This design comes from an exercise in tuning for small area on the open sky130 flow, not from production work.
Function was checked by simulation only, so behaviour that the tests miss may differ from the original.
Power and IR drop assume default switching activity.

$ cat design.v
package iomem_pkg;
    localparam int ADDR_W = 32;
    localparam int DATA_W = 32;
    localparam int HALF_W = 16;
    localparam int NUM_BANKS = 5;
    localparam logic [ADDR_W-1:0] HDR_LEN_BYTES     = 32'd24;
    localparam logic [ADDR_W-1:0] HDR_LEN_MEMID_ADR = 32'd16;
    localparam logic [ADDR_W-1:0] HDR_N_TOTAL_ADR   = 32'd20;
    localparam logic [HALF_W-1:0] GLOBAL_MEM_ID = 16'h0400;
    localparam logic [ADDR_W-1:0] GLOBAL_BIAS = 32'd10;
    localparam logic [ADDR_W-1:0] LOCAL_BIAS  = 32'd26;
    localparam logic [ADDR_W-1:0] TX_PTR_WORD = 32'h0000_0011;
    localparam logic [ADDR_W-1:0] TX_LEN_WORD = 32'h0000_0010;
    localparam int CTRL_ACK_WAIT  = 2;
    localparam int TX_META_CYCLES = 5;
    typedef struct packed {
        logic [ADDR_W-1:0] adr;
        logic [DATA_W-1:0] dat;
        logic              we;
        logic              stb;
    } wb_req_t;
    typedef struct packed {
        logic [ADDR_W-1:0]    addr;
        logic [DATA_W-1:0]    data;
        logic [NUM_BANKS-1:0] we;
        logic                 gl_en;
    } mem_req_t;
    typedef struct packed {
        logic [HALF_W-1:0] length;
        logic [HALF_W-1:0] mem_id;
        logic [HALF_W-1:0] n;
        logic [HALF_W-1:0] total;
    } rx_header_t;
endpackage
`timescale 1ns/1ns
module io_memory_bridge (
    input  logic                             clock,
    input  logic                             reset,
    input  logic [iomem_pkg::ADDR_W-1:0]     wb_adr_i,
    input  logic [3:0]                       wb_sel_i,
    input  logic                             wb_we_i,
    input  logic                             wb_cyc_i,
    input  logic                             wb_stb_i,
    input  logic [iomem_pkg::DATA_W-1:0]     wb_dat_i,
    output logic                             wb_ack_o,
    output logic [iomem_pkg::DATA_W-1:0]     wb_dat_o,
    output logic [iomem_pkg::ADDR_W-1:0]     mem_addr_o,
    output logic [iomem_pkg::DATA_W-1:0]     mem_data_o,
    output logic [iomem_pkg::NUM_BANKS-1:0]  mem_we_o,
    output logic                             mem_gl_en_o,
    input  logic [iomem_pkg::DATA_W-1:0]     mem_rdata_i,
    input  logic [iomem_pkg::HALF_W-1:0]     arq_n_i,
    output logic [iomem_pkg::HALF_W-1:0]     tx_len_o,
    output logic [iomem_pkg::HALF_W-1:0]     total_packets_o
);
    logic        stb;
    logic [31:0] dat;
    logic        hdr_sel;
    logic        len_w;
    logic        n_w;
    logic        gl_sel;
    logic [2:0]  cnt;
    logic [13:0] len_words;
    logic [4:0]  bank;
    logic        local_bank;
    logic [15:0] total;
    logic [29:0] offset;
    logic        off_hi;
    logic [31:0] tx_addr;
    logic [15:0] tx_len;
    logic [7:0]  mul_a;
    logic [4:0]  bank_dec;
    logic        in_range;
    logic [31:0] rom;
    assign stb = wb_cyc_i & wb_stb_i;
    assign dat = wb_dat_i & {{8{wb_sel_i[3]}}, {8{wb_sel_i[2]}},
                             {8{wb_sel_i[1]}}, {8{wb_sel_i[0]}}};
    assign hdr_sel = stb & wb_we_i & (wb_adr_i < 32'd24);
    assign len_w   = stb & wb_we_i & (wb_adr_i == 32'd16);
    assign n_w     = stb & wb_we_i & (wb_adr_i == 32'd20);
    assign gl_sel  = stb & ~wb_we_i & wb_adr_i[29];
    always_ff @(posedge clock) begin
        cnt <= stb ? cnt + 3'd1 : 3'd0;
    end
    always_comb begin
        case (dat[15:0])
            16'h0000, 16'h0001: bank_dec = 5'b00001;
            16'h0100, 16'h0101: bank_dec = 5'b00010;
            16'h0200, 16'h0201: bank_dec = 5'b00100;
            16'h0300, 16'h0301: bank_dec = 5'b01000;
            16'h0400:           bank_dec = 5'b10000;
            default:            bank_dec = 5'b00000;
        endcase
    end
    always_ff @(posedge clock or posedge reset) begin
        if (reset) begin
            len_words <= '0;
            bank      <= 5'b00001;
        end else if (len_w) begin
            len_words <= dat[31:18];
            bank      <= bank_dec;
        end
    end
    assign local_bank = ~bank[4];
    always_ff @(posedge clock or posedge reset) begin
        if (reset) begin
            total <= '0;
        end else if (n_w) begin
            total <= dat[15:0];
        end
    end
    always_ff @(posedge clock) begin
        off_hi <= n_w;
    end
    assign mul_a = off_hi ? offset[29:22] : dat[31:24];
    logic [111:0] ppn;
    logic [21:0]  accn;
    logic [29:0]  mul_res;
    logic m0;
    logic m1;
    logic m2;
    logic m3;
    logic m4;
    logic m5;
    logic m6;
    logic m7;
    logic m8;
    logic m9;
    logic m10;
    logic m11;
    logic m12;
    logic m13;
    logic m14;
    logic m15;
    logic m16;
    logic m17;
    logic m18;
    logic m19;
    logic m20;
    logic m21;
    logic m22;
    logic m23;
    logic m24;
    logic m25;
    logic m26;
    logic m27;
    logic m28;
    logic m29;
    logic m30;
    logic m31;
    logic m32;
    logic m33;
    logic m34;
    logic m35;
    logic m36;
    logic m37;
    logic m38;
    logic m39;
    logic m40;
    logic m41;
    logic m42;
    logic m43;
    logic m44;
    logic m45;
    logic m46;
    logic m47;
    logic m48;
    logic m49;
    logic m50;
    logic m51;
    logic m52;
    logic m53;
    logic m54;
    logic m55;
    logic m56;
    logic m57;
    logic m58;
    logic m59;
    logic m60;
    logic m61;
    logic m62;
    logic m63;
    logic m64;
    logic m65;
    logic m66;
    logic m67;
    logic m68;
    logic m69;
    logic m70;
    logic m71;
    logic m72;
    logic m73;
    logic m74;
    logic m75;
    logic m76;
    logic m77;
    logic m78;
    logic m79;
    logic m80;
    logic m81;
    logic m82;
    logic m83;
    logic m84;
    logic m85;
    logic m86;
    logic m87;
    logic m88;
    logic m89;
    logic m90;
    logic m91;
    logic m92;
    logic m93;
    logic m94;
    logic m95;
    logic m96;
    logic m97;
    logic m98;
    logic m99;
    logic m100;
    logic m101;
    logic m102;
    logic m103;
    logic m104;
    logic m105;
    logic m106;
    logic m107;
    logic m108;
    logic m109;
    logic m110;
    logic m111;
    logic m112;
    logic m113;
    logic m114;
    logic m115;
    logic m116;
    logic m117;
    logic m118;
    logic m119;
    logic m120;
    logic m121;
    logic m122;
    logic m123;
    logic m124;
    logic m125;
    logic m126;
    logic m127;
    logic m128;
    logic m129;
    logic m130;
    logic m131;
    logic m132;
    logic m133;
    logic m134;
    logic m135;
    logic m136;
    logic m137;
    logic m138;
    logic m139;
    logic m140;
    logic m141;
    logic m142;
    logic m143;
    logic m144;
    logic m145;
    logic m146;
    logic m147;
    logic m148;
    logic m149;
    logic m150;
    logic m151;
    logic m152;
    logic m153;
    logic m154;
    logic m155;
    logic m156;
    logic m157;
    logic m158;
    logic m159;
    logic m160;
    logic m161;
    logic m162;
    logic m163;
    logic m164;
    logic m165;
    logic m166;
    logic m167;
    logic m168;
    logic m169;
    logic m170;
    logic m171;
    logic m172;
    logic m173;
    logic m174;
    logic m175;
    logic m176;
    logic m177;
    logic m178;
    logic m179;
    logic m180;
    logic m181;
    logic m182;
    logic m183;
    logic m184;
    logic m185;
    logic m186;
    logic m187;
    logic m188;
    logic m189;
    logic m190;
    logic m191;
    logic m192;
    logic m193;
    logic m194;
    logic m195;
    logic m196;
    logic m197;
    logic m198;
    logic m199;
    logic m200;
    logic m201;
    logic m202;
    logic m203;
    logic m204;
    logic m205;
    logic m206;
    logic m207;
    logic m208;
    logic m209;
    logic m210;
    logic m211;
    logic m212;
    logic m213;
    logic m214;
    logic m215;
    logic m216;
    logic m217;
    logic m218;
    logic m219;
    logic m220;
    logic m221;
    logic m222;
    logic m223;
    logic m224;
    logic m225;
    logic m226;
    logic m227;
    logic m228;
    logic m229;
    logic m230;
    logic m231;
    logic m232;
    logic m233;
    logic m234;
    logic m235;
    logic m236;
    logic m237;
    logic m238;
    logic m239;
    logic m240;
    logic m241;
    logic m242;
    logic m243;
    logic m244;
    logic m245;
    logic m246;
    logic m247;
    logic m248;
    logic m249;
    logic m250;
    logic m251;
    logic m252;
    logic m253;
    logic m254;
    logic m255;
    logic m256;
    logic m257;
    logic m258;
    logic m259;
    logic m260;
    logic m261;
    logic m262;
    logic m263;
    logic m264;
    logic m265;
    logic m266;
    logic m267;
    logic m268;
    logic m269;
    logic m270;
    logic m271;
    logic m272;
    logic m273;
    logic m274;
    logic m275;
    logic m276;
    logic m277;
    logic m278;
    logic m279;
    logic m280;
    logic m281;
    logic m282;
    logic m283;
    logic m284;
    logic m285;
    logic m286;
    logic m287;
    logic m288;
    logic m289;
    logic m290;
    logic m291;
    logic m292;
    logic m293;
    logic m294;
    logic m295;
    logic m296;
    logic m297;
    logic m298;
    logic m299;
    logic m300;
    logic m301;
    logic m302;
    logic m303;
    logic m304;
    logic m305;
    always_comb begin
        for (int j = 0; j < 8; j++)
            for (int i = 0; i < 14; i++)
                ppn[j * 14 + i] = ~(mul_a[j] & len_words[i]);
    end
    assign accn = ~(offset[21:0] & {22{off_hi}});
    iomem_c0 u_m0 (ppn[6], ppn[19], m0);
    iomem_c1 u_m1 (ppn[6], ppn[19], m1);
    iomem_fa u_m2 (ppn[7], ppn[20], ppn[33], m2, m3);
    iomem_c0 u_m4 (ppn[46], ppn[59], m4);
    iomem_c1 u_m5 (ppn[46], ppn[59], m5);
    iomem_fa u_m6 (ppn[8], ppn[21], ppn[34], m6, m7);
    iomem_fa u_m8 (ppn[47], ppn[60], ppn[73], m8, m9);
    iomem_c0 u_m10 (ppn[86], ppn[99], m10);
    iomem_c1 u_m11 (ppn[86], ppn[99], m11);
    iomem_fa u_m12 (ppn[9], ppn[22], ppn[35], m12, m13);
    iomem_fa u_m14 (ppn[48], ppn[61], ppn[74], m14, m15);
    iomem_fa u_m16 (ppn[87], ppn[100], accn[1], m16, m17);
    iomem_fa u_m18 (ppn[10], ppn[23], ppn[36], m18, m19);
    iomem_fa u_m20 (ppn[49], ppn[62], ppn[75], m20, m21);
    iomem_fa u_m22 (ppn[88], ppn[101], accn[2], m22, m23);
    iomem_fa u_m24 (ppn[11], ppn[24], ppn[37], m24, m25);
    iomem_fa u_m26 (ppn[50], ppn[63], ppn[76], m26, m27);
    iomem_fa u_m28 (ppn[89], ppn[102], accn[3], m28, m29);
    iomem_fa u_m30 (ppn[12], ppn[25], ppn[38], m30, m31);
    iomem_fa u_m32 (ppn[51], ppn[64], ppn[77], m32, m33);
    iomem_fa u_m34 (ppn[90], ppn[103], accn[4], m34, m35);
    iomem_fa u_m36 (ppn[13], ppn[26], ppn[39], m36, m37);
    iomem_fa u_m38 (ppn[52], ppn[65], ppn[78], m38, m39);
    iomem_fa u_m40 (ppn[91], ppn[104], accn[5], m40, m41);
    iomem_fa u_m42 (ppn[27], ppn[40], ppn[53], m42, m43);
    iomem_fa u_m44 (ppn[66], ppn[79], ppn[92], m44, m45);
    iomem_c0 u_m46 (ppn[105], accn[6], m46);
    iomem_c1 u_m47 (ppn[105], accn[6], m47);
    iomem_fa u_m48 (ppn[41], ppn[54], ppn[67], m48, m49);
    iomem_fa u_m50 (ppn[80], ppn[93], ppn[106], m50, m51);
    iomem_fa u_m52 (ppn[55], ppn[68], ppn[81], m52, m53);
    iomem_c0 u_m54 (ppn[4], ppn[17], m54);
    iomem_c1 u_m55 (ppn[4], ppn[17], m55);
    iomem_fa u_m56 (ppn[5], ppn[18], ppn[31], m56, m57);
    iomem_c0 u_m58 (ppn[44], ppn[57], m58);
    iomem_c1 u_m59 (ppn[44], ppn[57], m59);
    iomem_fa u_m60 (m0, ppn[32], ppn[45], m60, m61);
    iomem_fa u_m62 (ppn[58], ppn[71], ppn[84], m62, m63);
    iomem_fa u_m64 (m2, m4, ppn[72], m64, m65);
    iomem_fa u_m66 (ppn[85], ppn[98], m1, m66, m67);
    iomem_fa u_m68 (m6, m8, m10, m68, m69);
    iomem_fa u_m70 (accn[0], m3, m5, m70, m71);
    iomem_fa u_m72 (m12, m14, m16, m72, m73);
    iomem_fa u_m74 (m7, m9, m11, m74, m75);
    iomem_fa u_m76 (m18, m20, m22, m76, m77);
    iomem_fa u_m78 (m13, m15, m17, m78, m79);
    iomem_fa u_m80 (m24, m26, m28, m80, m81);
    iomem_fa u_m82 (m19, m21, m23, m82, m83);
    iomem_fa u_m84 (m30, m32, m34, m84, m85);
    iomem_fa u_m86 (m25, m27, m29, m86, m87);
    iomem_fa u_m88 (m36, m38, m40, m88, m89);
    iomem_fa u_m90 (m31, m33, m35, m90, m91);
    iomem_fa u_m92 (m42, m44, m46, m92, m93);
    iomem_fa u_m94 (m37, m39, m41, m94, m95);
    iomem_fa u_m96 (m48, m50, accn[7], m96, m97);
    iomem_fa u_m98 (m43, m45, m47, m98, m99);
    iomem_fa u_m100 (m52, ppn[94], ppn[107], m100, m101);
    iomem_fa u_m102 (accn[8], m49, m51, m102, m103);
    iomem_fa u_m104 (ppn[69], ppn[82], ppn[95], m104, m105);
    iomem_fa u_m106 (ppn[108], accn[9], m53, m106, m107);
    iomem_fa u_m108 (ppn[83], ppn[96], ppn[109], m108, m109);
    iomem_c0 u_m110 (ppn[3], ppn[16], m110);
    iomem_c1 u_m111 (ppn[3], ppn[16], m111);
    iomem_fa u_m112 (m54, ppn[30], ppn[43], m112, m113);
    iomem_fa u_m114 (m56, m58, ppn[70], m114, m115);
    iomem_fa u_m116 (m60, m62, m57, m116, m117);
    iomem_fa u_m118 (m64, m66, m61, m118, m119);
    iomem_fa u_m120 (m68, m70, m65, m120, m121);
    iomem_fa u_m122 (m72, m74, m69, m122, m123);
    iomem_fa u_m124 (m76, m78, m73, m124, m125);
    iomem_fa u_m126 (m80, m82, m77, m126, m127);
    iomem_fa u_m128 (m84, m86, m81, m128, m129);
    iomem_fa u_m130 (m88, m90, m85, m130, m131);
    iomem_fa u_m132 (m92, m94, m89, m132, m133);
    iomem_fa u_m134 (m96, m98, m93, m134, m135);
    iomem_fa u_m136 (m100, m102, m97, m136, m137);
    iomem_fa u_m138 (m104, m106, m101, m138, m139);
    iomem_fa u_m140 (m108, accn[10], m105, m140, m141);
    iomem_fa u_m142 (ppn[97], ppn[110], accn[11], m142, m143);
    iomem_c0 u_m144 (ppn[2], ppn[15], m144);
    iomem_c1 u_m145 (ppn[2], ppn[15], m145);
    iomem_fa u_m146 (m110, ppn[29], ppn[42], m146, m147);
    iomem_fa u_m148 (m112, ppn[56], m111, m148, m149);
    iomem_fa u_m150 (m114, m55, m113, m150, m151);
    iomem_fa u_m152 (m116, m59, m115, m152, m153);
    iomem_fa u_m154 (m118, m63, m117, m154, m155);
    iomem_fa u_m156 (m120, m67, m119, m156, m157);
    iomem_fa u_m158 (m122, m71, m121, m158, m159);
    iomem_fa u_m160 (m124, m75, m123, m160, m161);
    iomem_fa u_m162 (m126, m79, m125, m162, m163);
    iomem_fa u_m164 (m128, m83, m127, m164, m165);
    iomem_fa u_m166 (m130, m87, m129, m166, m167);
    iomem_fa u_m168 (m132, m91, m131, m168, m169);
    iomem_fa u_m170 (m134, m95, m133, m170, m171);
    iomem_fa u_m172 (m136, m99, m135, m172, m173);
    iomem_fa u_m174 (m138, m103, m137, m174, m175);
    iomem_fa u_m176 (m140, m107, m139, m176, m177);
    iomem_fa u_m178 (m142, m109, m141, m178, m179);
    iomem_fa u_m180 (ppn[111], accn[12], m143, m180, m181);
    iomem_c2 u_m182 (ppn[0], m182);
    iomem_c3 u_m183 (ppn[1], ppn[14], m183);
    iomem_c4 u_m184 (ppn[1], ppn[14], m184);
    iomem_c3 u_m185 (m144, ppn[28], m185);
    iomem_c4 u_m186 (m144, ppn[28], m186);
    iomem_c5 u_m187 (m185, m184, m187);
    iomem_aoi21 u_m188 (m185, m184, m186, m188);
    iomem_c0 u_m189 (m146, m145, m189);
    iomem_c1 u_m190 (m146, m145, m190);
    iomem_c3 u_m191 (m189, m188, m191);
    iomem_oai21 u_m192 (m189, m188, m190, m192);
    iomem_c3 u_m193 (m148, m147, m193);
    iomem_c4 u_m194 (m148, m147, m194);
    iomem_c5 u_m195 (m193, m192, m195);
    iomem_aoi21 u_m196 (m193, m192, m194, m196);
    iomem_c0 u_m197 (m150, m149, m197);
    iomem_c1 u_m198 (m150, m149, m198);
    iomem_c3 u_m199 (m197, m196, m199);
    iomem_oai21 u_m200 (m197, m196, m198, m200);
    iomem_c3 u_m201 (m152, m151, m201);
    iomem_c4 u_m202 (m152, m151, m202);
    iomem_c5 u_m203 (m201, m200, m203);
    iomem_aoi21 u_m204 (m201, m200, m202, m204);
    iomem_c0 u_m205 (m154, m153, m205);
    iomem_c1 u_m206 (m154, m153, m206);
    iomem_c3 u_m207 (m205, m204, m207);
    iomem_oai21 u_m208 (m205, m204, m206, m208);
    iomem_c3 u_m209 (m156, m155, m209);
    iomem_c4 u_m210 (m156, m155, m210);
    iomem_c5 u_m211 (m209, m208, m211);
    iomem_aoi21 u_m212 (m209, m208, m210, m212);
    iomem_c0 u_m213 (m158, m157, m213);
    iomem_c1 u_m214 (m158, m157, m214);
    iomem_c3 u_m215 (m213, m212, m215);
    iomem_oai21 u_m216 (m213, m212, m214, m216);
    iomem_c3 u_m217 (m160, m159, m217);
    iomem_c4 u_m218 (m160, m159, m218);
    iomem_c5 u_m219 (m217, m216, m219);
    iomem_aoi21 u_m220 (m217, m216, m218, m220);
    iomem_c0 u_m221 (m162, m161, m221);
    iomem_c1 u_m222 (m162, m161, m222);
    iomem_c3 u_m223 (m221, m220, m223);
    iomem_oai21 u_m224 (m221, m220, m222, m224);
    iomem_c3 u_m225 (m164, m163, m225);
    iomem_c4 u_m226 (m164, m163, m226);
    iomem_c5 u_m227 (m225, m224, m227);
    iomem_aoi21 u_m228 (m225, m224, m226, m228);
    iomem_c0 u_m229 (m166, m165, m229);
    iomem_c1 u_m230 (m166, m165, m230);
    iomem_c3 u_m231 (m229, m228, m231);
    iomem_oai21 u_m232 (m229, m228, m230, m232);
    iomem_c3 u_m233 (m168, m167, m233);
    iomem_c4 u_m234 (m168, m167, m234);
    iomem_c5 u_m235 (m233, m232, m235);
    iomem_aoi21 u_m236 (m233, m232, m234, m236);
    iomem_c0 u_m237 (m170, m169, m237);
    iomem_c1 u_m238 (m170, m169, m238);
    iomem_c3 u_m239 (m237, m236, m239);
    iomem_oai21 u_m240 (m237, m236, m238, m240);
    iomem_c3 u_m241 (m172, m171, m241);
    iomem_c5 u_m242 (m241, m240, m242);
    iomem_c4 u_m243 (m172, m171, m243);
    iomem_c3 u_m244 (m174, m173, m244);
    iomem_c6 u_m245 (m243, m241, m240, m245);
    iomem_c7 u_m246 (m244, m245, m246);
    iomem_c4 u_m247 (m174, m173, m247);
    iomem_aoi21 u_m248 (m244, m243, m247, m248);
    iomem_c8 u_m249 (m241, m244, m249);
    iomem_c0 u_m250 (m176, m175, m250);
    iomem_c9 u_m251 (m248, m249, m240, m251);
    iomem_c10 u_m252 (m250, m251, m252);
    iomem_c1 u_m253 (m176, m175, m253);
    iomem_oai21 u_m254 (m250, m248, m253, m254);
    iomem_c4 u_m255 (m249, m250, m255);
    iomem_c3 u_m256 (m178, m177, m256);
    iomem_c6 u_m257 (m254, m255, m240, m257);
    iomem_c7 u_m258 (m256, m257, m258);
    iomem_c4 u_m259 (m178, m177, m259);
    iomem_aoi21 u_m260 (m256, m254, m259, m260);
    iomem_c8 u_m261 (m255, m256, m261);
    iomem_c0 u_m262 (m180, m179, m262);
    iomem_c9 u_m263 (m260, m261, m240, m263);
    iomem_c10 u_m264 (m262, m263, m264);
    iomem_c1 u_m265 (m180, m179, m265);
    iomem_oai21 u_m266 (m262, m260, m265, m266);
    iomem_c4 u_m267 (m261, m262, m267);
    iomem_c3 u_m268 (accn[13], m181, m268);
    iomem_c6 u_m269 (m266, m267, m240, m269);
    iomem_c7 u_m270 (m268, m269, m270);
    iomem_c4 u_m271 (accn[13], m181, m271);
    iomem_aoi21 u_m272 (m268, m266, m271, m272);
    iomem_c8 u_m273 (m267, m268, m273);
    iomem_c9 u_m274 (m272, m273, m240, m274);
    iomem_c10 u_m275 (accn[14], m274, m275);
    iomem_c4 u_m276 (accn[14], m272, m276);
    iomem_c4 u_m277 (m273, accn[14], m277);
    iomem_c6 u_m278 (m276, m277, m240, m278);
    iomem_c3 u_m279 (accn[15], m278, m279);
    iomem_c11 u_m280 (accn[15], m276, m280);
    iomem_c12 u_m281 (m277, accn[15], m281);
    iomem_c9 u_m282 (m280, m281, m240, m282);
    iomem_c10 u_m283 (accn[16], m282, m283);
    iomem_c4 u_m284 (accn[16], m280, m284);
    iomem_c4 u_m285 (m281, accn[16], m285);
    iomem_c6 u_m286 (m284, m285, m240, m286);
    iomem_c3 u_m287 (accn[17], m286, m287);
    iomem_c11 u_m288 (accn[17], m284, m288);
    iomem_c12 u_m289 (m285, accn[17], m289);
    iomem_c9 u_m290 (m288, m289, m240, m290);
    iomem_c10 u_m291 (accn[18], m290, m291);
    iomem_c4 u_m292 (accn[18], m288, m292);
    iomem_c4 u_m293 (m289, accn[18], m293);
    iomem_c6 u_m294 (m292, m293, m240, m294);
    iomem_c3 u_m295 (accn[19], m294, m295);
    iomem_c11 u_m296 (accn[19], m292, m296);
    iomem_c12 u_m297 (m293, accn[19], m297);
    iomem_c9 u_m298 (m296, m297, m240, m298);
    iomem_c10 u_m299 (accn[20], m298, m299);
    iomem_c4 u_m300 (accn[20], m296, m300);
    iomem_c4 u_m301 (m297, accn[20], m301);
    iomem_c6 u_m302 (m300, m301, m240, m302);
    iomem_c3 u_m303 (accn[21], m302, m303);
    iomem_c11 u_m304 (accn[21], m300, m304);
    iomem_c12 u_m305 (m301, accn[21], m305);
    assign mul_res = {m303, m299, m295, m291, m287, m283, m279, m275, m270, m264, m258, m252, m246, m242, m239, m235, m231, m227, m223, m219, m215, m211, m207, m203, m199, m195, m191, m187, m183, m182};
    logic [29:0] off_bias;
    logic m306;
    logic m307;
    logic m308;
    logic m309;
    logic m310;
    logic m311;
    logic m312;
    logic m313;
    logic m314;
    logic m315;
    logic m316;
    logic m317;
    logic m318;
    logic m319;
    logic m320;
    logic m321;
    logic m322;
    logic m323;
    logic m324;
    logic m325;
    logic m326;
    logic m327;
    logic m328;
    logic m329;
    logic m330;
    logic m331;
    logic m332;
    logic m333;
    logic m334;
    logic m335;
    logic m336;
    logic m337;
    logic m338;
    logic m339;
    logic m340;
    logic m341;
    logic m342;
    logic m343;
    logic m344;
    logic m345;
    logic m346;
    logic m347;
    logic m348;
    logic m349;
    logic m350;
    logic m351;
    logic m352;
    logic m353;
    logic m354;
    logic m355;
    logic m356;
    logic m357;
    logic m358;
    logic m359;
    logic m360;
    logic m361;
    logic m362;
    logic m363;
    logic m364;
    logic m365;
    logic m366;
    logic m367;
    logic m368;
    logic m369;
    logic m370;
    logic m371;
    logic m372;
    logic m373;
    logic m374;
    logic m375;
    logic m376;
    logic m377;
    logic m378;
    logic m379;
    logic m380;
    logic m381;
    iomem_c5 u_m306 (offset[2], offset[1], m306);
    iomem_c8 u_m307 (offset[2], offset[1], m307);
    iomem_c13 u_m308 (offset[3], m307, m308);
    iomem_c14 u_m309 (offset[3], m307, m309);
    iomem_c15 u_m310 (offset[4], local_bank, m309, m310);
    iomem_c16 u_m311 (offset[4], local_bank, m309, m311);
    iomem_c5 u_m312 (offset[5], m311, m312);
    iomem_c8 u_m313 (offset[5], m311, m313);
    iomem_c7 u_m314 (offset[6], m313, m314);
    iomem_c8 u_m315 (offset[5], offset[6], m315);
    iomem_c11 u_m316 (m315, m311, m316);
    iomem_c7 u_m317 (offset[7], m316, m317);
    iomem_c11 u_m318 (m315, offset[7], m318);
    iomem_c11 u_m319 (m318, m311, m319);
    iomem_c7 u_m320 (offset[8], m319, m320);
    iomem_c11 u_m321 (m318, offset[8], m321);
    iomem_c11 u_m322 (m321, m311, m322);
    iomem_c7 u_m323 (offset[9], m322, m323);
    iomem_c11 u_m324 (m321, offset[9], m324);
    iomem_c11 u_m325 (m324, m311, m325);
    iomem_c7 u_m326 (offset[10], m325, m326);
    iomem_c12 u_m327 (offset[10], m325, m327);
    iomem_c7 u_m328 (offset[11], m327, m328);
    iomem_c8 u_m329 (offset[10], offset[11], m329);
    iomem_c4 u_m330 (m329, m325, m330);
    iomem_c5 u_m331 (offset[12], m330, m331);
    iomem_c11 u_m332 (m329, offset[12], m332);
    iomem_c4 u_m333 (m332, m325, m333);
    iomem_c5 u_m334 (offset[13], m333, m334);
    iomem_c11 u_m335 (m332, offset[13], m335);
    iomem_c4 u_m336 (m335, m325, m336);
    iomem_c5 u_m337 (offset[14], m336, m337);
    iomem_c11 u_m338 (m335, offset[14], m338);
    iomem_c4 u_m339 (m338, m325, m339);
    iomem_c5 u_m340 (offset[15], m339, m340);
    iomem_c8 u_m341 (offset[15], m339, m341);
    iomem_c7 u_m342 (offset[16], m341, m342);
    iomem_c8 u_m343 (offset[15], offset[16], m343);
    iomem_c11 u_m344 (m343, m339, m344);
    iomem_c7 u_m345 (offset[17], m344, m345);
    iomem_c11 u_m346 (m343, offset[17], m346);
    iomem_c11 u_m347 (m346, m339, m347);
    iomem_c7 u_m348 (offset[18], m347, m348);
    iomem_c11 u_m349 (m346, offset[18], m349);
    iomem_c11 u_m350 (m349, m339, m350);
    iomem_c7 u_m351 (offset[19], m350, m351);
    iomem_c11 u_m352 (m349, offset[19], m352);
    iomem_c11 u_m353 (m352, m339, m353);
    iomem_c7 u_m354 (offset[20], m353, m354);
    iomem_c12 u_m355 (offset[20], m353, m355);
    iomem_c7 u_m356 (offset[21], m355, m356);
    iomem_c8 u_m357 (offset[20], offset[21], m357);
    iomem_c4 u_m358 (m357, m353, m358);
    iomem_c5 u_m359 (offset[22], m358, m359);
    iomem_c11 u_m360 (m357, offset[22], m360);
    iomem_c4 u_m361 (m360, m353, m361);
    iomem_c5 u_m362 (offset[23], m361, m362);
    iomem_c11 u_m363 (m360, offset[23], m363);
    iomem_c4 u_m364 (m363, m353, m364);
    iomem_c5 u_m365 (offset[24], m364, m365);
    iomem_c11 u_m366 (m363, offset[24], m366);
    iomem_c4 u_m367 (m366, m353, m367);
    iomem_c5 u_m368 (offset[25], m367, m368);
    iomem_c8 u_m369 (offset[25], m367, m369);
    iomem_c7 u_m370 (offset[26], m369, m370);
    iomem_c8 u_m371 (offset[25], offset[26], m371);
    iomem_c11 u_m372 (m371, m367, m372);
    iomem_c7 u_m373 (offset[27], m372, m373);
    iomem_c11 u_m374 (m371, offset[27], m374);
    iomem_c11 u_m375 (m374, m367, m375);
    iomem_c7 u_m376 (offset[28], m375, m376);
    iomem_c11 u_m377 (m374, offset[28], m377);
    iomem_c11 u_m378 (m377, m367, m378);
    iomem_c7 u_m379 (offset[29], m378, m379);
    iomem_c11 u_m380 (m377, offset[29], m380);
    iomem_c11 u_m381 (m380, m367, m381);
    assign off_bias = {m379, m376, m373, m370, m368, m365, m362, m359, m356, m354, m351, m348, m345, m342, m340, m337, m334, m331, m328, m326, m323, m320, m317, m314, m312, m310, m308, m306, ~offset[1], offset[0]};
    logic [31:0] add_xn;
    logic [26:0] add_y;
    logic [31:0] add_s;
    logic m382;
    logic m383;
    logic m384;
    logic m385;
    logic m386;
    logic m387;
    logic m388;
    logic m389;
    logic m390;
    logic m391;
    logic m392;
    logic m393;
    logic m394;
    logic m395;
    logic m396;
    logic m397;
    logic m398;
    logic m399;
    logic m400;
    logic m401;
    logic m402;
    logic m403;
    logic m404;
    logic m405;
    logic m406;
    logic m407;
    logic m408;
    logic m409;
    logic m410;
    logic m411;
    logic m412;
    logic m413;
    logic m414;
    logic m415;
    logic m416;
    logic m417;
    logic m418;
    logic m419;
    logic m420;
    logic m421;
    logic m422;
    logic m423;
    logic m424;
    logic m425;
    logic m426;
    logic m427;
    logic m428;
    logic m429;
    logic m430;
    logic m431;
    logic m432;
    logic m433;
    logic m434;
    logic m435;
    logic m436;
    logic m437;
    logic m438;
    logic m439;
    logic m440;
    logic m441;
    logic m442;
    logic m443;
    logic m444;
    logic m445;
    logic m446;
    logic m447;
    logic m448;
    logic m449;
    logic m450;
    logic m451;
    logic m452;
    logic m453;
    logic m454;
    logic m455;
    logic m456;
    logic m457;
    logic m458;
    logic m459;
    logic m460;
    logic m461;
    logic m462;
    logic m463;
    logic m464;
    logic m465;
    logic m466;
    logic m467;
    logic m468;
    logic m469;
    logic m470;
    logic m471;
    logic m472;
    logic m473;
    logic m474;
    logic m475;
    logic m476;
    logic m477;
    logic m478;
    logic m479;
    logic m480;
    logic m481;
    logic m482;
    logic m483;
    logic m484;
    logic m485;
    logic m486;
    logic m487;
    logic m488;
    logic m489;
    logic m490;
    logic m491;
    logic m492;
    logic m493;
    logic m494;
    logic m495;
    logic m496;
    logic m497;
    logic m498;
    logic m499;
    logic m500;
    logic m501;
    logic m502;
    logic m503;
    logic m504;
    logic m505;
    logic m506;
    logic m507;
    logic m508;
    logic m509;
    logic m510;
    logic m511;
    logic m512;
    logic m513;
    logic m514;
    logic m515;
    logic m516;
    logic m517;
    logic m518;
    logic m519;
    logic m520;
    logic m521;
    logic m522;
    logic m523;
    logic m524;
    logic m525;
    logic m526;
    logic m527;
    logic m528;
    logic m529;
    logic m530;
    iomem_c10 u_m382 (add_xn[0], add_y[0], m382);
    iomem_c11 u_m383 (add_xn[0], add_y[0], m383);
    iomem_c17 u_m384 (add_xn[1], add_y[1], m384);
    iomem_c11 u_m385 (add_xn[1], add_y[1], m385);
    iomem_c3 u_m386 (m384, m383, m386);
    iomem_oai21 u_m387 (m384, m383, m385, m387);
    iomem_c10 u_m388 (add_xn[2], add_y[2], m388);
    iomem_c18 u_m389 (add_xn[2], add_y[2], m389);
    iomem_c5 u_m390 (m388, m387, m390);
    iomem_aoi21 u_m391 (m388, m387, m389, m391);
    iomem_c17 u_m392 (add_xn[3], add_y[3], m392);
    iomem_c11 u_m393 (add_xn[3], add_y[3], m393);
    iomem_c3 u_m394 (m392, m391, m394);
    iomem_oai21 u_m395 (m392, m391, m393, m395);
    iomem_c10 u_m396 (add_xn[4], add_y[4], m396);
    iomem_c18 u_m397 (add_xn[4], add_y[4], m397);
    iomem_c5 u_m398 (m396, m395, m398);
    iomem_aoi21 u_m399 (m396, m395, m397, m399);
    iomem_c17 u_m400 (add_xn[5], add_y[5], m400);
    iomem_c11 u_m401 (add_xn[5], add_y[5], m401);
    iomem_c3 u_m402 (m400, m399, m402);
    iomem_oai21 u_m403 (m400, m399, m401, m403);
    iomem_c10 u_m404 (add_xn[6], add_y[6], m404);
    iomem_c18 u_m405 (add_xn[6], add_y[6], m405);
    iomem_c5 u_m406 (m404, m403, m406);
    iomem_aoi21 u_m407 (m404, m403, m405, m407);
    iomem_c17 u_m408 (add_xn[7], add_y[7], m408);
    iomem_c11 u_m409 (add_xn[7], add_y[7], m409);
    iomem_c3 u_m410 (m408, m407, m410);
    iomem_oai21 u_m411 (m408, m407, m409, m411);
    iomem_c10 u_m412 (add_xn[8], add_y[8], m412);
    iomem_c18 u_m413 (add_xn[8], add_y[8], m413);
    iomem_c5 u_m414 (m412, m411, m414);
    iomem_aoi21 u_m415 (m412, m411, m413, m415);
    iomem_c17 u_m416 (add_xn[9], add_y[9], m416);
    iomem_c11 u_m417 (add_xn[9], add_y[9], m417);
    iomem_c3 u_m418 (m416, m415, m418);
    iomem_oai21 u_m419 (m416, m415, m417, m419);
    iomem_c10 u_m420 (add_xn[10], add_y[10], m420);
    iomem_c18 u_m421 (add_xn[10], add_y[10], m421);
    iomem_c5 u_m422 (m420, m419, m422);
    iomem_aoi21 u_m423 (m420, m419, m421, m423);
    iomem_c17 u_m424 (add_xn[11], add_y[11], m424);
    iomem_c11 u_m425 (add_xn[11], add_y[11], m425);
    iomem_c3 u_m426 (m424, m423, m426);
    iomem_oai21 u_m427 (m424, m423, m425, m427);
    iomem_c10 u_m428 (add_xn[12], add_y[12], m428);
    iomem_c18 u_m429 (add_xn[12], add_y[12], m429);
    iomem_c5 u_m430 (m428, m427, m430);
    iomem_aoi21 u_m431 (m428, m427, m429, m431);
    iomem_c17 u_m432 (add_xn[13], add_y[13], m432);
    iomem_c11 u_m433 (add_xn[13], add_y[13], m433);
    iomem_c3 u_m434 (m432, m431, m434);
    iomem_oai21 u_m435 (m432, m431, m433, m435);
    iomem_c10 u_m436 (add_xn[14], add_y[14], m436);
    iomem_c5 u_m437 (m436, m435, m437);
    iomem_c11 u_m438 (add_xn[14], add_y[14], m438);
    iomem_c17 u_m439 (add_xn[15], add_y[15], m439);
    iomem_c19 u_m440 (m438, m436, m435, m440);
    iomem_c10 u_m441 (m439, m440, m441);
    iomem_c11 u_m442 (add_xn[15], add_y[15], m442);
    iomem_oai21 u_m443 (m439, m438, m442, m443);
    iomem_c12 u_m444 (m436, m439, m444);
    iomem_c10 u_m445 (add_xn[16], add_y[16], m445);
    iomem_c20 u_m446 (m443, m444, m435, m446);
    iomem_c7 u_m447 (m445, m446, m447);
    iomem_c18 u_m448 (add_xn[16], add_y[16], m448);
    iomem_aoi21 u_m449 (m445, m443, m448, m449);
    iomem_c11 u_m450 (m444, m445, m450);
    iomem_c17 u_m451 (add_xn[17], add_y[17], m451);
    iomem_c9 u_m452 (m449, m450, m435, m452);
    iomem_c10 u_m453 (m451, m452, m453);
    iomem_c11 u_m454 (add_xn[17], add_y[17], m454);
    iomem_oai21 u_m455 (m451, m449, m454, m455);
    iomem_c4 u_m456 (m450, m451, m456);
    iomem_c10 u_m457 (add_xn[18], add_y[18], m457);
    iomem_c6 u_m458 (m455, m456, m435, m458);
    iomem_c7 u_m459 (m457, m458, m459);
    iomem_c18 u_m460 (add_xn[18], add_y[18], m460);
    iomem_aoi21 u_m461 (m457, m455, m460, m461);
    iomem_c8 u_m462 (m456, m457, m462);
    iomem_c17 u_m463 (add_xn[19], add_y[19], m463);
    iomem_c9 u_m464 (m461, m462, m435, m464);
    iomem_c10 u_m465 (m463, m464, m465);
    iomem_c11 u_m466 (add_xn[19], add_y[19], m466);
    iomem_oai21 u_m467 (m463, m461, m466, m467);
    iomem_c4 u_m468 (m462, m463, m468);
    iomem_c10 u_m469 (add_xn[20], add_y[20], m469);
    iomem_c6 u_m470 (m467, m468, m435, m470);
    iomem_c7 u_m471 (m469, m470, m471);
    iomem_c18 u_m472 (add_xn[20], add_y[20], m472);
    iomem_aoi21 u_m473 (m469, m467, m472, m473);
    iomem_c8 u_m474 (m468, m469, m474);
    iomem_c17 u_m475 (add_xn[21], add_y[21], m475);
    iomem_c9 u_m476 (m473, m474, m435, m476);
    iomem_c10 u_m477 (m475, m476, m477);
    iomem_c11 u_m478 (add_xn[21], add_y[21], m478);
    iomem_oai21 u_m479 (m475, m473, m478, m479);
    iomem_c4 u_m480 (m474, m475, m480);
    iomem_c10 u_m481 (add_xn[22], add_y[22], m481);
    iomem_c6 u_m482 (m479, m480, m435, m482);
    iomem_c7 u_m483 (m481, m482, m483);
    iomem_c18 u_m484 (add_xn[22], add_y[22], m484);
    iomem_aoi21 u_m485 (m481, m479, m484, m485);
    iomem_c8 u_m486 (m480, m481, m486);
    iomem_c17 u_m487 (add_xn[23], add_y[23], m487);
    iomem_c9 u_m488 (m485, m486, m435, m488);
    iomem_c10 u_m489 (m487, m488, m489);
    iomem_c11 u_m490 (add_xn[23], add_y[23], m490);
    iomem_oai21 u_m491 (m487, m485, m490, m491);
    iomem_c4 u_m492 (m486, m487, m492);
    iomem_c10 u_m493 (add_xn[24], add_y[24], m493);
    iomem_c6 u_m494 (m491, m492, m435, m494);
    iomem_c7 u_m495 (m493, m494, m495);
    iomem_c18 u_m496 (add_xn[24], add_y[24], m496);
    iomem_aoi21 u_m497 (m493, m491, m496, m497);
    iomem_c8 u_m498 (m492, m493, m498);
    iomem_c17 u_m499 (add_xn[25], add_y[25], m499);
    iomem_c9 u_m500 (m497, m498, m435, m500);
    iomem_c10 u_m501 (m499, m500, m501);
    iomem_c11 u_m502 (add_xn[25], add_y[25], m502);
    iomem_oai21 u_m503 (m499, m497, m502, m503);
    iomem_c4 u_m504 (m498, m499, m504);
    iomem_c10 u_m505 (add_xn[26], add_y[26], m505);
    iomem_c6 u_m506 (m503, m504, m435, m506);
    iomem_c7 u_m507 (m505, m506, m507);
    iomem_c18 u_m508 (add_xn[26], add_y[26], m508);
    iomem_aoi21 u_m509 (m505, m503, m508, m509);
    iomem_c8 u_m510 (m504, m505, m510);
    iomem_c9 u_m511 (m509, m510, m435, m511);
    iomem_c10 u_m512 (add_xn[27], m511, m512);
    iomem_c4 u_m513 (add_xn[27], m509, m513);
    iomem_c4 u_m514 (m510, add_xn[27], m514);
    iomem_c6 u_m515 (m513, m514, m435, m515);
    iomem_c3 u_m516 (add_xn[28], m515, m516);
    iomem_c11 u_m517 (add_xn[28], m513, m517);
    iomem_c12 u_m518 (m514, add_xn[28], m518);
    iomem_c9 u_m519 (m517, m518, m435, m519);
    iomem_c10 u_m520 (add_xn[29], m519, m520);
    iomem_c4 u_m521 (add_xn[29], m517, m521);
    iomem_c4 u_m522 (m518, add_xn[29], m522);
    iomem_c6 u_m523 (m521, m522, m435, m523);
    iomem_c3 u_m524 (add_xn[30], m523, m524);
    iomem_c11 u_m525 (add_xn[30], m521, m525);
    iomem_c12 u_m526 (m522, add_xn[30], m526);
    iomem_c9 u_m527 (m525, m526, m435, m527);
    iomem_c10 u_m528 (add_xn[31], m527, m528);
    iomem_c4 u_m529 (add_xn[31], m525, m529);
    iomem_c4 u_m530 (m526, add_xn[31], m530);
    assign add_s = {m528, m524, m520, m516, m512, m507, m501, m495, m489, m483, m477, m471, m465, m459, m453, m447, m441, m437, m434, m430, m426, m422, m418, m414, m410, m406, m402, m398, m394, m390, m386, m382};
    always_ff @(posedge clock or posedge reset) begin
        if (reset) begin
            offset <= '0;
        end else if (off_hi) begin
            offset <= mul_res;
        end else if (n_w) begin
            offset <= {dat[23:16], mul_res[21:0]};
        end
    end
    assign add_xn = ~(wb_we_i ? {2'd0, off_bias} : mem_rdata_i);
    assign add_y = {wb_adr_i[28:24] & {5{~wb_we_i}}, wb_adr_i[23:2]};
    always_ff @(posedge clock) begin
        if (cnt == 3'd4) begin
            tx_addr <= add_s;
        end
    end
    always_ff @(posedge clock or posedge reset) begin
        if (reset) begin
            tx_len <= '0;
        end else if (gl_sel && cnt == 3'd5) begin
            tx_len <= mem_rdata_i[15:0];
        end
    end
    assign in_range = (wb_adr_i[28:18] == 11'd0) && (wb_adr_i[17:2] < tx_len);
    always_comb begin
        if (wb_adr_i[23:5] != 19'd0) begin
            rom = 32'hfafa_fafa;
        end else begin
            case (wb_adr_i[4:2])
                3'd0:    rom = 32'h484f_5354;
                3'd1:    rom = 32'h5043_5055;
                3'd2:    rom = 32'h5249_5343;
                3'd3:    rom = 32'h0000_0000;
                3'd4:    rom = 32'h0040_0000;
                3'd5:    rom = 32'h0000_0001;
                3'd6:    rom = wb_adr_i[31] ? {arq_n_i, 16'hfafa} : 32'h00fa_fafa;
                default: rom = 32'hfafa_fafa;
            endcase
        end
    end
    assign wb_ack_o = stb & (wb_we_i ? ((wb_adr_i < 32'd24) | (cnt == 3'd3)) :
                             wb_adr_i[29] ? (cnt == 3'd6) :
                             ((wb_adr_i[31] | wb_adr_i[30]) & (cnt == 3'd2)));
    assign wb_dat_o = wb_adr_i[29] ? (in_range ? mem_rdata_i : 32'd0) : rom;
    assign mem_addr_o  = wb_we_i ? add_s :
                         ~cnt[2] ? 32'h11 :
                         (cnt[1:0] == 2'd0) ? 32'h10 : tx_addr;
    assign mem_data_o  = dat;
    assign mem_we_o    = (stb & wb_we_i & ~hdr_sel) ? bank : 5'd0;
    assign mem_gl_en_o = gl_sel;
    assign tx_len_o        = tx_len;
    assign total_packets_o = total;
endmodule
module iomem_fa (
    input  logic a,
    input  logic b,
    input  logic c,
    output logic s,
    output logic co
);
    assign s  = a ^ b ^ c;
    assign co = (a & b) | (a & c) | (b & c);
endmodule
module iomem_ha (
    input  logic a,
    input  logic b,
    output logic s,
    output logic co
);
    assign s  = a ^ b;
    assign co = a & b;
endmodule
module iomem_aoi21 (
    input  logic a1,
    input  logic a2,
    input  logic b1,
    output logic y
);
    assign y = ~((a1 & a2) | b1);
endmodule
module iomem_oai21 (
    input  logic a1,
    input  logic a2,
    input  logic b1,
    output logic y
);
    assign y = ~((a1 | a2) & b1);
endmodule
module iomem_nand2 (
    input  logic a,
    input  logic b,
    output logic y
);
    assign y = ~(a & b);
endmodule
module iomem_nor2 (
    input  logic a,
    input  logic b,
    output logic y
);
    assign y = ~(a | b);
endmodule
module iomem_c0 (input logic a, input logic b, output logic y);
    assign y = ~(~a ^ ~b);
endmodule
module iomem_c1 (input logic a, input logic b, output logic y);
    assign y = ~(~a & ~b);
endmodule
module iomem_c2 (input logic a, output logic y);
    assign y = ~a;
endmodule
module iomem_c3 (input logic a, input logic b, output logic y);
    assign y = ~a ^ ~b;
endmodule
module iomem_c4 (input logic a, input logic b, output logic y);
    assign y = ~a & ~b;
endmodule
module iomem_c5 (input logic a, input logic b, output logic y);
    assign y = a ^ b;
endmodule
module iomem_c6 (input logic a, input logic b, input logic c, output logic y);
    assign y = ~(a | (b & c));
endmodule
module iomem_c7 (input logic a, input logic b, output logic y);
    assign y = a ^ ~b;
endmodule
module iomem_c8 (input logic a, input logic b, output logic y);
    assign y = ~(a & b);
endmodule
module iomem_c9 (input logic a, input logic b, input logic c, output logic y);
    assign y = ~a | (~b & c);
endmodule
module iomem_c10 (input logic a, input logic b, output logic y);
    assign y = ~a ^ b;
endmodule
module iomem_c11 (input logic a, input logic b, output logic y);
    assign y = ~(~a & b);
endmodule
module iomem_c12 (input logic a, input logic b, output logic y);
    assign y = ~(a & ~b);
endmodule
module iomem_c13 (input logic a, input logic b, output logic y);
    assign y = ~(a ^ ~b);
endmodule
module iomem_c14 (input logic a, input logic b, output logic y);
    assign y = a | ~b;
endmodule
module iomem_c15 (input logic a, input logic b, input logic c, output logic y);
    assign y = a ^ b ^ c;
endmodule
module iomem_c16 (input logic a, input logic b, input logic c, output logic y);
    assign y = (a & b) | (a & c) | (b & c);
endmodule
module iomem_c17 (input logic a, input logic b, output logic y);
    assign y = ~(~a ^ b);
endmodule
module iomem_c18 (input logic a, input logic b, output logic y);
    assign y = ~a & b;
endmodule
module iomem_c19 (input logic a, input logic b, input logic c, output logic y);
    assign y = ~a | (b & c);
endmodule
module iomem_c20 (input logic a, input logic b, input logic c, output logic y);
    assign y = ~(a | (~b & c));
endmodule
$ cat flow/run.sh
#!/bin/bash
# The standard layout, with the port buffers made from the smallest buffer
# cell. ORFS writes each step's log under orfs/logs; make's own output goes
# to make.log.
set -euo pipefail
bash standard.sh "BUFFER_PORTS_ARGS=-buffer_cell sky130_fd_sc_hd__buf_1" finish > make.log 2>&1
$ cat standard.sh
#!/bin/bash
# synth_recipe.tcl (not shown) runs the flow's synth.tcl, then flattens the netlist and writes it again
# the make line also repeats each setting of config.mk as NAME=value (left out here)
make -C /OpenROAD-flow-scripts/flow DESIGN_CONFIG=/design/flow/config.mk WORK_HOME=/design/flow/orfs CLKGATE_MAP_FILE= SYNTH_SCRIPT=/design/flow/synth_recipe.tcl "${@:-finish}"
$ cat config.mk
export PLATFORM = sky130hd
export DESIGN_NAME = io_memory_bridge
export DESIGN_NICKNAME = io_memory_bridge
export VERILOG_FILES = /design/flow/design.v
export SDC_FILE = /design/flow/constraint.sdc
export NUM_CORES = 4
export LEC_CHECK = 0
export CAP_MARGIN = 20
export CORE_MARGIN = 2
export CORE_UTILIZATION = 40
export GPL_TIMING_DRIVEN = 0
export SLEW_MARGIN = 20
export SYNTH_HIERARCHICAL = 1
$ cat constraint.sdc
create_clock -name core_clock -period 7.5 [get_ports {clock}]
set_input_delay 1.5000 -clock core_clock [delete_from_list [all_inputs] [get_ports {clock}]]
set_output_delay 1.5000 -clock core_clock [all_outputs]
set_load 0.01 [all_outputs]
==> results of run 1 <==
==> modules after synthesis, one instance, submodules excluded, excerpt <==
module	cells inside	times used
iomem_c9	2	14
iomem_c16	1	1
iomem_c19	1	1
iomem_c13	1	1
iomem_c17	1	13
iomem_c10	1	29
iomem_c6	1	14
iomem_c14	1	1
iomem_c11	1	46
iomem_c1	1	17
iomem_c4	1	39
iomem_c2	1	1
==> worst register-to-register path, stage by stage (launching register included) <==
cell      delay (ns)
dfxtp_1         0.30
clkbuf_1        0.51
clkbuf_1        0.44
buf_1           0.47
clkbuf_1        0.37
nand2_1         0.14
fa_1            0.52
fa_1            0.46
fa_1            0.54
fa_1            0.53
xnor2_1         0.18
o21ai_2         0.27
a21oi_2         0.11
o21ai_1         0.23
a21oi_2         0.10
o21ai_1         0.23
a21oi_2         0.11
o21ai_2         0.32
buf_4           0.25
inv_1           0.07
o21ai_2         0.15
xnor2_1         0.11
a221o_1         0.34
==> report_power, final <==
part,switching (uW),internal (uW),leakage [uW]
Combinational,198,116,0.00313
Clock,337,534,0.000298
Sequential,1.15,664,0.00137
==> logic make-up after synthesis <==
family	Yosys count	synth area share, %
xor+xnor	143	11.0
mux	88	8.25
fa+ha+maj	107	16.9
compound gates	223	13.9
simple gates	446	19.6
buf+inv	113	3.90
flops	117	26.5
==> registers in the layout, indices dropped and copies added (netlist names) <==
register	cells
cnt	3
off_hi	1
bank	5
offset	30
len_words	14
total	16
tx_addr	32
tx_len	16
==> area by class of cell <==
type / instances / area [um2] / share of cell area (%)
Clock inverter: 12 / 141 / 1.03
Inverter: 49 / 186 / 1.35
Multi-Input combinational cell: 1007 / 8140 / 59.1
Buffer: 56 / 264 / 1.92
Tap cell: 384 / 480 / 3.49
Timing Repair Buffer: 257 / 1020 / 7.38
Clock buffer: 20 / 479 / 3.48
Sequential cell: 117 / 3070 / 22.3
==> through the flow <==
step | power [uW] | cells | TNS, ns
after floorplan | 868 | 1237 | 0
after global placement | 979 | 1874 | -33.21
after detailed placement | 985 | 1878 | -14.58
after CTS | 1860 | 1905 | 0
after global routing | 1920 | 1902 | -0.0541
final | 1850 | 1902 | 0
==> how the worst max path moves through the flow <==
stage                endpoint  slack (ns)         from  cells after the start
2_1_floorplan  mem_addr_o[27]         0.1      wb_we_i                     21
3_3_place_gp   mem_addr_o[31]       -1.35      wb_we_i                     23
3_5_place_dp       offset[26]       -0.70  wb_sel_i[3]                     24
4_1_cts        mem_addr_o[31]       0.001    offset[1]                     28
5_1_grt        mem_addr_o[31]       -0.05      wb_we_i                     25
6_report       mem_addr_o[31]        0.29      wb_we_i                     23
==> synthesized netlist by cell type (16+ instances only) <==
cell,count,share of area (%)
a21o_1,19,1.2
a21oi_1,27,1.2
a21oi_2,37,2.8
a22o_1,38,2.9
and2_1,34,1.8
buf_1,19,0.62
clkbuf_1,39,1.3
dfrtp_1,80,17
edfxtp_1,32,8.3
fa_1,83,14
ha_1,23,2.5
inv_1,48,1.6
mux2_2,57,5.5
mux2i_1,29,2.5
nand2_1,197,6.4
nand2b_1,60,3.2
nor2_1,54,1.8
nor2b_1,16,0.86
o21ai_0,37,1.6
o21ai_1,23,0.99
or2_1,17,0.92
xnor2_1,71,5.4
xor2_1,71,5.4
==> repair_timing <==
| item | in CTS | in global routing |
|---|---|---|
| buffers inserted | 0 | 0 |
| gates resized for setup | 12 | 21 |
| endpoints found under the setup margin | 27 | 27 |
==> metal layers <==
metal  global-route usage, %  up-vias  share of wire, %
li1                        -     4718                 -
met1                    32.3     4897                45
met2                    40.5      336                48
met3                    3.17       48               5.1
met4                    7.28        0               2.3
met5                       0        -                 0
==> qor.tcl, run 1 <==
set qor(synthesis.instances) 1237
set qor(finalSetupViolCount) 0
set qor(post_cts_hold_buffer_count) 0
set qor(synthesis.yosys.warnings) 7
set qor(final.setup_skew_ns) 0.0151
set qor(worstSetupEndpointType) {output port}
set qor(max_capacitance_violation_count) 0
set qor(mostFrequentLayoutCell) {buf_1}
set qor(vias_per_cell) 5.26
set qor(post-dp-hpwl_um) 29600
set qor(chipWidth_um) 174
set qor(worst-endpoint-arrival_ns) 5.71
set qor(clock_latency_ns) 0.43
set qor(floorplan.rows) 62
set qor(cts_tree) {yes}
set qor(final.fill_count) 2784
set qor(drtAntennaViolNets) 0
set qor(buffer_ports.inserted) 253
set qor(worst_setup_hold_path_clk_slew_ns) 0.06
set qor(layout.cell_area.non_filler_um2) 13800
set qor(drive_above_1_share_pct) 12.6
set qor(pre_cts_ws_ns) -0.700
set qor(worstSetupStartpointType) {primary input}
set qor(netlist-cell-type-count) 61
set qor(postSynth.topFlopCell) {dfrtp_1}
set qor(syn_nets) 1464
set qor(fmax_ghz) 0.139
set qor(hold_path_startpoint) {total[10]}
set qor(floorplan.die_area_um2) 30300
set qor(dpl-instance-area_um2) 13100
set qor(min_to) {total[10]}
set qor(gp_congestion) 0.922
set qor(yosysSeqAreaShare_pct) 26.5
set qor(period_needed_ns) 7.21
set qor(max_slew.worst_pin.slew_ns) 0.899
set qor(routed_wl_um) 36200
set qor(syn-cell-area_um2) 11600
set qor(initial_core_util_pct) 40.4
set qor(finalHoldViolCount) 0
set qor(worst_r2r_endpoint) {offset[26]}
set qor(regToRegStartpoint) {off_hi}
set qor(worst_case_setup_margin_in_the_final_layout_ns) 0.292
set qor(routed_wire_length_per_instance_um) 19.0
set qor(cts_num_sinks) 117
set qor(grt_use_total_pct) 24.0
set qor(syn_to_final_growth_pct) 19.0
set qor(tritoncts.num_buffers) 17
set qor(finalCoreUtilization_pct) 48.1
set qor(timing.reg2reg.setup_slack_ns) 0.64
set qor(htree_levels) 4
set qor(run_status) {complete, no violations}
set qor(critPathKind) {in2out}
set qor(global_route_wire_length_before_repair_um) 56600
set qor(cp_slowest_stage_delay_ns) 0.34
set qor(core_area_um2) 28600
set qor(worst-path-max-fanout) 15
set qor(drt_iter0_markers) 663
set qor(powerDensity_nw_per_um2) 134
set qor(synth.avg_cell_area_um2) 9.36
set qor(crit_slowest_cell) {mux2i_2}
set qor(path_buf_inv) 6
set qor(io_pins) 256
set qor(power.leakage_uw) 0.00480
set qor(data_required_time_at_the_worst_endpoint_ns) 6.00
set qor(min_period_over_period_pct) 96.1
set qor(remaining_drc_errors) 0
set qor(vdd_drop_max_mv) 0.151
set qor(antenna_violations_before_repair) 0
set qor(grt_overflow) 0
set qor(hold_slack_ns) 0.476
set qor(worstPathCellList) {buf_1 -> buf_6 -> clkbuf_4 -> mux2i_2 -> xnor2_1 -> a21oi_2 -> o21ai_2 -> a21oi_2 -> o21ai_1 -> a21oi_2 -> o21ai_2 -> a21oi_2 -> o21ai_2 -> a21oi_2 -> o21ai_1 -> a21oi_2 -> o21ai_4 -> buf_6 -> inv_1 -> o21ai_2 -> xnor2_1 -> a22o_1 -> buf_1}
set qor(cts.root.buffer_cell) {clkbuf_16}
set qor(layout_common_cells) {buf_1, nand2_1, fa_1}
set qor(vias) 9999
set qor(worst_r2r_path_depth) 22
set qor(rsz_0062_raised_after_global_routing) {true}
set qor(n_antenna_cell) 0
set qor(asyncSetResetFlopFracSynth_pct) 69.2
set qor(first_pass_iteration_count_of_the_detailed_router) 5
set qor(postSynthRegisterBits) 117
set qor(critPathTopFamily) {compound AO/OA/AOI/OAI gates}
set qor(hold_depth) 2
set qor(num-nets-final) 1732
set qor(maximum_number_of_pins_on_one_net_before_global_route_repair) 49
set qor(fp.dieH_um) 174
set qor(drv_slew) 0
set qor(synth_enable_flop_cells) 32
set qor(grt_pass1_vias) 10095
set qor(timing.critical_path.mode_cell) {a21oi_2}
set qor(slew_headroom_pct) 39.6
set qor(min_delay_worst_type) {reg2reg}
set qor(ctsLongestPathBuffers) 2
==> run 2: changes to the inputs <==
==> flow/run.sh (replaced) <==
#!/bin/bash
# The standard layout, with the port buffers made from the smallest buffer
# cell and a clock tree without dummy loads. ORFS writes each step's log
# under orfs/logs; make's own output goes to make.log.
set -euo pipefail
bash standard.sh "BUFFER_PORTS_ARGS=-buffer_cell sky130_fd_sc_hd__buf_1" \
    "CTS_ARGS=-sink_clustering_enable -repair_clock_nets -dont_use_dummy_load" \
    finish > make.log 2>&1
==> qor.tcl, run 2 <==
set qor(netlist_top_cells_count) {nand2_1, fa_1, dfrtp_1}
set qor(final.fill_count) 2809 ;# +0.90%
set qor(run_status) {complete, no violations}
set qor(htree_levels) 4 ;# unchanged
set qor(yosysMostFrequentCell) {nand2_1}
set qor(slew_headroom_pct) 43.9 ;# +4.3 points
set qor(min_period_over_period_pct) 96.1 ;# about the same
set qor(share_clk_of_total_power_pct) 40.2 ;# -6.9 points
set qor(cts_num_sinks) 117 ;# unchanged
set qor(multi_input_comb_area_um2) 8140 ;# about the same
set qor(fp.dieH_um) 174 ;# unchanged
set qor(finalCoreUtilization_pct) 47.4 ;# -0.68 points
set qor(vias_per_cell) 5.27 ;# +0.32%
set qor(min_delay_worst_type) {reg2reg}
set qor(num-nets-final) 1732 ;# unchanged
set qor(syn_nets) 1464 ;# unchanged
set qor(worstSetupEndpointType) {output port}
set qor(postSynth.topFlopCell) {dfrtp_1}
set qor(floorplan.die_area_um2) 30300 ;# unchanged
set qor(hold_slack_ns) 0.475 ;# -0.00155 ns
set qor(crit_slowest_cell) {clkbuf_4}
set qor(final.setup_skew_ns) 0.0244 ;# +0.00924 ns
set qor(max_capacitance_violation_count) 0 ;# unchanged
set qor(hold_path_startpoint) {total[10]}
set qor(post-dp-hpwl_um) 29600 ;# unchanged
set qor(synthesis.yosys.warnings) 7 ;# unchanged
set qor(finalHoldViolCount) 0 ;# unchanged
set qor(seq_power_share_pct) 40.7 ;# +4.7 points
set qor(first_pass_iteration_count_of_the_detailed_router) 5 ;# unchanged
set qor(grt_use_total_pct) 23.9 ;# -0.14 points
set qor(worst-path-max-fanout) 15 ;# unchanged
set qor(drt_iter0_markers) 669 ;# +0.90%
set qor(regToRegStartpoint) {off_hi}
set qor(tritoncts.num_buffers) 17 ;# unchanged
set qor(worst_r2r_path_depth) 22 ;# unchanged
set qor(seq_area_um2) 3070 ;# about the same
set qor(fmax_ghz) 0.139 ;# about the same
set qor(layout_common_cells) {buf_1, nand2_1, fa_1}
set qor(worst_setup_hold_path_clk_slew_ns) 0.05 ;# about the same
set qor(largest_register) {tx_addr}
set qor(maximum_number_of_pins_on_one_net_before_global_route_repair) 49 ;# unchanged
set qor(p_int_uw) 1170 ;# -11%
set qor(timing.critical_path.mode_cell) {a21oi_2}
set qor(min_to) {total[10]}
set qor(max_reg_flops) 32 ;# unchanged
set qor(gp_congestion) 0.922 ;# unchanged
set qor(max_slew.worst_pin.slew_ns) 0.835 ;# -0.0645 ns
set qor(synth.avg_cell_area_um2) 9.36 ;# unchanged
set qor(worstSetupStartpointType) {primary input}
set qor(grt_pass1_vias) 10056 ;# -0.39%
set qor(powerDensity_nw_per_um2) 121 ;# -10%
set qor(cts_tree) {yes}
set qor(reg_top3) {tx_addr (32), offset (30)}
set qor(floorplan.rows) 62 ;# unchanged
set qor(cp_slowest_stage_delay_ns) 0.26 ;# -0.08 ns
set qor(worst_r2r_endpoint) {offset[26]}
set qor(asyncSetResetFlopFracSynth_pct) 69.2 ;# unchanged
set qor(clock_latency_ns) 0.42 ;# about the same
set qor(post-cts-setup-buffer-count) 0 ;# unchanged
set qor(routed_wire_length_per_instance_um) 19.1 ;# +0.39%
set qor(routed_wl_um) 36000 ;# -0.41%
set qor(cts.root.buffer_cell) {clkbuf_16}
set qor(postSynthRegisterBits) 117 ;# unchanged
set qor(syn-cell-area_um2) 11600 ;# unchanged
set qor(switching_share_pct) 28.5 ;# -0.52 points
set qor(post_cts_hold_buffer_count) 0 ;# unchanged
set qor(post_synth_main_area_contributors) {dfrtp_1, fa_1, edfxtp_1}
set qor(power_frac_comb_pct) 19.2 ;# +2.2 points
set qor(netlist.area_leader.share_pct) 17.3 ;# unchanged
set qor(drv_slew) 0 ;# unchanged
set qor(mostFrequentLayoutCell) {buf_1}
set qor(rsz_0062_raised_after_global_routing) {false}
set qor(hold_depth) 2 ;# unchanged
set qor(n_antenna_cell) 0 ;# unchanged
set qor(antenna_violations_before_repair) 0 ;# unchanged
set qor(netlist-cell-type-count) 61 ;# unchanged
set qor(grt_overflow) 0 ;# unchanged
set qor(timing.reg2reg.setup_slack_ns) 0.67 ;# +0.03 ns
set qor(worstPathCellList) {buf_1 -> buf_6 -> clkbuf_4 -> mux2i_1 -> nand2b_1 -> o21ai_1 -> a21oi_2 -> o21ai_2 -> a21oi_2 -> o21ai_1 -> a21oi_2 -> o21ai_2 -> a21oi_2 -> o21ai_2 -> a21oi_2 -> o21ai_1 -> a21oi_2 -> o21ai_4 -> buf_6 -> inv_1 -> o21ai_2 -> xnor2_1 -> a22o_1 -> buf_1}
set qor(syn_to_final_growth_pct) 17.3
set qor(data_required_time_at_the_worst_endpoint_ns) 6.00 ;# about the same
set qor(worst-endpoint-arrival_ns) 5.71 ;# about the same
set qor(critPathKind) {in2out}
set qor(buffer_ports.inserted) 253 ;# unchanged
set qor(initial_core_util_pct) 40.4 ;# unchanged
set qor(core_area_um2) 28600 ;# unchanged
set qor(drtAntennaViolNets) 0 ;# unchanged
set qor(vias) 9952 ;# -0.47%
set qor(yosysSeqAreaShare_pct) 26.5 ;# unchanged
set qor(io_pins) 256 ;# unchanged
set qor(global_route_wire_length_before_repair_um) 56100 ;# -0.93%
set qor(period_needed_ns) 7.21 ;# -0.000621 ns
set qor(synth_enable_flop_cells) 32 ;# unchanged
set qor(synthesis.instances) 1237 ;# unchanged
set qor(synth_area_leader_cell) {dfrtp_1}
set qor(remaining_drc_errors) 0 ;# unchanged
set qor(power.net_switching_uw) 466 ;# -13%
set qor(power.leakage_uw) 0.00472 ;# -1.8%
set qor(vdd_drop_max_mv) 0.144 ;# -4.3%
set qor(finalSetupViolCount) 0 ;# unchanged
set qor(drive_above_1_share_pct) 11.8 ;# -0.81 points
set qor(chipWidth_um) 174 ;# unchanged
set qor(ctsLongestPathBuffers) 2 ;# unchanged
-- run 2: stage by stage --
step	std cells	TNS [ns]	setup slack, ns	cell area, um2	total power, uW
CTS	1890	0	0.00108	13500	1650
global placement	1874	-33.21	-1.35	13000	979
finish	1887	0	0.292	13600	1640
detailed placement	1878	-14.58	-0.700	13100	985
floorplan	1237	0	0.0973	11600	868
global route	1887	0	0.000552	13600	1700
-- run 2: cell families (layout without fill, tap and decap cells) --
logic type               Yosys count  after routing  share of synthesized area [%]
XOR/XNOR                         143            143                           11.0
adder cells (fa/ha/maj)          107            107                           16.9
flip-flops                       117            117                           26.5
AO/OA/AOI/OAI                    223            223                           13.9
multiplexers                      88             88                           8.25
AND/OR/NAND/NOR                  446            446                           19.6
buffers and inverters            113            379                           3.90
-- run 2: metal layers --
| layer | track usage, % | up-vias | wire (um) |
|---|---|---|---|
| met5 | 0 | - | 0 |
| met4 | 8.23 | 0 | 1020 |
| met3 | 3.54 | 56 | 1920 |
| met2 | 39.6 | 345 | 17000 |
| met1 | 32.0 | 4846 | 16000 |
| li1 | - | 4705 | - |
-- run 2: how the worst max path moves through the flow --
| stage | endpoint | depth (start not counted) | slack [ns] | startpoint |
|---|---|---|---|---|
| global route | mem_addr_o[31] | 29 | 0.0006 | offset[5] |
| global placement | mem_addr_o[31] | 23 | -1.35 | wb_we_i |
| CTS | offset[26] | 23 | 0.001 | wb_sel_i[3] |
| floorplan | mem_addr_o[27] | 21 | 0.1 | wb_we_i |
| detailed placement | offset[26] | 24 | -0.70 | wb_sel_i[3] |
| finish | mem_addr_o[31] | 24 | 0.29 | wb_we_i |
-- run 2: power by group through the flow --
stage	Combinational, uW	Clock (uW)	Sequential, uW
floorplan	191	0	677
global placement	302	0	677
detailed placement	308	0	677
CTS	310	669	666
global route	342	697	665
finish	314	658	666
-- run 2: area by class of cell --
cell class	count	area share, %
clock buffers	17	3.13
repair buffers	257	7.48
well taps	384	3.54
plain buffers	56	1.94
flip-flops and latches	117	22.6
inverters	49	1.37
multi-input cells	1007	59.9
-- run 2: timing repair --
| item | CTS | global route |
|---|---|---|
| setup endpoints to repair | 27 | 28 |
| resized for setup | 12 | 21 |
| hold endpoints to repair | 0 | 0 |
-- run 2: worst max-delay path, delay by kind of cell --
| kind | cells | cell delay [ns] |
|---|---|---|
| compound gates | 15 | 2.57 |
| buf+inv | 6 | 1.11 |
| simple gates | 1 | 0.19 |
| xor+xnor | 1 | 0.18 |
| mux | 1 | 0.13 |
-- run 2: Yosys stat by module (local to each module, per instance), excerpt --
module | copies in the design | flip-flops and latches | area (um2)
iomem_c15 | 1 | 0 | 23.8
iomem_fa | 83 | 0 | 20.0
iomem_c9 | 14 | 0 | 12.5
iomem_c20 | 1 | 0 | 12.5
iomem_c16 | 1 | 0 | 11.3
iomem_c19 | 1 | 0 | 10.0
iomem_c10 | 29 | 0 | 8.76
iomem_c6 | 14 | 0 | 8.76
iomem_c7 | 25 | 0 | 8.76
iomem_c0 | 17 | 0 | 8.76
iomem_c1 | 17 | 0 | 6.26
iomem_c4 | 39 | 0 | 3.75
iomem_c2 | 1 | 0 | 3.75

-- re-timing with driven ports --
The flow's constraints put no driver on any port. The routed layouts listed below were extracted and timed again, unchanged, in two steps. Step 1 (the two cells are an assumption about what drives the block):
set clk [get_ports {clock}]
set_driving_cell -lib_cell sky130_fd_sc_hd__clkbuf_16 $clk
set_driving_cell -lib_cell sky130_fd_sc_hd__buf_2 [delete_from_list [all_inputs] $clk]
Step 2 times the ports against the registers' clock, not the clock port: input delays grow and output delays shrink by t, the midpoint of the rising clock arrivals with the driver on. Slacks: ideal ports / drivers / drivers and shift; pairs: ideal ports / drivers.
run | shift t [ns] | setup WS [ns] | latest minus earliest clock arrival (ns) | worst register clock-pin slew, ns | cell pins on the clock port's net
run 1 | 0.476 | 0.292 / 0.266 / -0.030 | 0.016 / 0.016 | 0.07 / 0.07 | 1
run 2 | 0.457 | 0.292 / 0.267 / -0.048 | 0.024 / 0.025 | 0.07 / 0.07 | 1
Met with ideal ports but missed after step 2: setup timing in run 1 and run 2. The setup slack of run 2, which loses most, moves by -0.025 ns with the drivers and by -0.340 ns with both steps.
